Source: an optimization exercise on an open RTL-to-GDS flow (aim: small area, a short achievable clock period and few clock cycles). Production flows keep margins and buffers that such runs may drop.
Function was checked by simulation only, so behaviour that the tests miss may differ from the original.
Power is estimated from default activity; no workload was simulated.

Design rc4_encrypt, start of the top module:
module rc4_encrypt #(
    parameter int unsigned KEY_BYTES = 3
) (
    input  logic                   clk,
    input  logic                   clr,
    input  logic                   start,
    input  logic [8*KEY_BYTES-1:0] secret_key,
    output logic                   busy,
    input  logic                   pt_valid,
    input  logic [7:0]             pt_data,
    input  logic                   pt_last,
    output logic                   pt_ready,
    output logic                   ct_valid,
    output logic [7:0]             ct_data,
    output logic                   ct_last,
    input  logic                   ct_ready,
    output logic                   done
);
    localparam int unsigned KW = 8 * KEY_BYTES;
    localparam int unsigned FD = 4;           
    logic          r_busy;                    
    logic          r_init;                    
    logic          r_ksa;                     
    logic          r_str;                     
    logic          r_sw;                      
    logic [7:0]    r_r;                       
    logic [7:0]    r_pend;                    
    logic [7:0]    r_addr;                    
    logic [7:0]    r_lag;                     
    logic [KW-1:0] r_key;
    logic          r_done;
    logic [2047:0] r_p;
    logic          r_b1v, r_b2v;
    logic [7:0]    r_sj;
    logic [7:0]    r_sar;                     
    logic [7:0]    r_t2;                      
    logic [7:0]    r_f [FD];
    logic [2:0]    r_fc;
    logic          r_pr;
    logic          r_ov, r_ol, r_sv, r_sl;
  ...
Size: about 9,000 cells after synthesis, ~2,200 flip-flops, roughly 51 I/O pins.
export LEC_CHECK = 0
export CAP_MARGIN = 20
export CORE_MARGIN = 2
export CORE_UTILIZATION = 40
export CTS_BUF_LIST = sky130_fd_sc_hd__clkbuf_16
export CTS_CLUSTER_DIAMETER = 60
export CTS_CLUSTER_SIZE = 24
export PLACE_DENSITY = 0.6
export SLEW_MARGIN = 20
export SYNTH_HIERARCHICAL = 1
export SYNTH_MINIMUM_KEEP_SIZE = 0
create_clock -name core_clock -period 13.5 [get_ports {clk}]
standard.sh (not shown) runs the stock make flow with config.mk's settings and CLKGATE_MAP_FILE= SYNTH_SCRIPT=/design/flow/synth_recipe.tcl, a recipe that flattens the netlist after the stock synthesis.
==> flow/flow/run.sh <==
#!/bin/bash
# Standard ORFS layout with two changes to how it is made (constraints unchanged):
#  - repair_timing aims for a larger setup slack than the clock needs;
#  - ports are buffered with buf_4 instead of the default delay-style buffer.
set -euo pipefail
EXTRA=(SETUP_SLACK_MARGIN=${MARGIN:-9.5} "BUFFER_PORTS_ARGS=-buffer_cell sky130_fd_sc_hd__buf_4")
bash standard.sh "${EXTRA[@]}" ${FINAL_TARGET:-finish} > make_finish.log 2>&1
Testbench counts at the start, summed over its fixed seeds: cycles 31,748.
Change:
--- a/flow/design.v
+++ b/flow/design.v
@@ -149,27 +149,32 @@
         if (~r_ov | ct_ready) begin
             r_od <= r_sv ? r_sd : w_ct;
             r_ol <= r_sv ? r_sl : pt_last;
         end else if (w_pop) begin
             r_sd <= w_ct;
             r_sl <= pt_last;
         end
     end
     logic [255:0] w_eq, w_a, w_n;
+    logic [15:0]  w_hi, w_lo;
     logic [7:0]   w_bus [2][2];
     logic [7:0]   w_sjraw;
-    rc4_sbox_read u_rdj (.q(r_p), .e(w_eq), .y(w_sjraw));
+    rc4_sbox_read u_rdj (.q(r_p), .e({w_a[254:0], w_eq[0]}), .y(w_sjraw));
     assign w_sj = w_sjraw ^ {8{r_addr[0]}};
     always_comb begin
         for (int p = 0; p < 256; p++) w_eq[p] = (r_addr == 8'(p));
+        for (int h = 0; h < 16; h++) begin
+            w_hi[h] = (r_addr[7:4] == 4'(h)) | r_init;
+            w_lo[h] = (r_addr[3:0] == 4'(h)) | r_init;
+        end
         for (int p = 0; p < 255; p++) begin
-            w_a[p] = r_init | w_eq[p+1];
-            w_n[p] = ~r_init & ~w_eq[p+1];
+            w_a[p] = w_hi[(p+1) >> 4] & w_lo[(p+1) & 15];
+            w_n[p] = ~(w_hi[(p+1) >> 4] & w_lo[(p+1) & 15]);
         end
         w_a[255] = 1'b0;
         w_n[255] = ~r_init;
         for (int k1 = 0; k1 < 2; k1++)
             for (int k2 = 0; k2 < 2; k2++)
                 w_bus[k1][k2] = r_init ? {8{k2[0]}} : (w_sa ^ {8{k1[0]}});
     end
     logic [2047:0] w_pd;
     for (genvar p = 0; p < 255; p++) begin : g_ent
@@ -200,27 +205,49 @@
 );
     assign d = ~((x | n) & (up | a));
 endmodule
 module rc4_sbox_read (
     input  logic [2047:0] q,
     input  logic [255:0]  e,
     output logic [7:0]    y
 );
     for (genvar b = 0; b < 8; b++) begin : g_bit
-        logic [31:0] w_g;
-        for (genvar g = 0; g < 32; g++) begin : g_grp
-            logic [7:0] w_q;
-            for (genvar k = 0; k < 8; k++) begin : g_ent
-                assign w_q[k] = q[(8*g + k)*8 + b];
+        logic [21:0] w_g;
+        for (genvar g = 0; g < 21; g++) begin : g_grp
+            logic [11:0] w_q;
+            for (genvar k = 0; k < 12; k++) begin : g_ent
+                assign w_q[k] = q[(12*g + k)*8 + b];
             end
-            rc4_sbox_read8 u_leaf (.q(w_q), .e(e[8*g +: 8]), .y(w_g[g]));
-        end
+            rc4_sbox_read12 u_leaf (.q(w_q), .e(e[12*g +: 12]), .y(w_g[g]));
+        end
+        rc4_sbox_read4 u_last (
+            .q({q[255*8 + b], q[254*8 + b], q[253*8 + b], q[252*8 + b]}),
+            .e(e[252 +: 4]), .y(w_g[21])
+        );
         assign y[b] = |w_g;
     end
 endmodule
-module rc4_sbox_read8 (
-    input  logic [7:0] q,
-    input  logic [7:0] e,
+module rc4_sbox_read12 (
+    input  logic [11:0] q,
+    input  logic [11:0] e,
+    output logic        y
+);
+    logic [3:0] w_n;
+    for (genvar k = 0; k < 4; k++) begin : g_t
+        rc4_sbox_read3 u_t (.q(q[3*k +: 3]), .e(e[3*k +: 3]), .yn(w_n[k]));
+    end
+    assign y = ~&w_n;
+endmodule
+module rc4_sbox_read3 (
+    input  logic [2:0] q,
+    input  logic [2:0] e,
+    output logic       yn
+);
+    assign yn = ~|(q & e);
+endmodule
+module rc4_sbox_read4 (
+    input  logic [3:0] q,
+    input  logic [3:0] e,
     output logic       y
 );
     assign y = |(q & e);
 endmodule
Final area increases by 3.6%; clock-buffer cell count came out lower by 5; sequential share of layout area came out lower by 1.5 points; non-clock buffer count grows by 810; total power grows by 18%; final cell count decreases by 4.0%.
Testbench counts after the change, summed over its fixed seeds: cycles 31,748.

[re-timing with driven ports]
No port has a modelled driver above. Below, the same layouts with a new extraction and two added sets of constraints.
Step 1 assumes that a clkbuf_16 drives the clock port and a buf_2 every other input.
Step 2, shift: input delay + t, output delay - t, t = (earliest + latest rising clock arrival at the registers) / 2. This alone moves slack from input paths to output paths.
Three values: no drivers, after step 1, after step 2; two values: the first two.
run	t (ns)	setup slack, ns	worst setup path at the end
the first run	0.960	9.174 / 9.174 / 8.793	input to register
the second run	0.959	8.688 / 8.688 / 8.688	register to register
After both steps setup and hold are still met in every run listed. For the first run, which loses most, drivers alone change the setup slack by 0.000 ns; drivers and shift together by -0.381 ns.
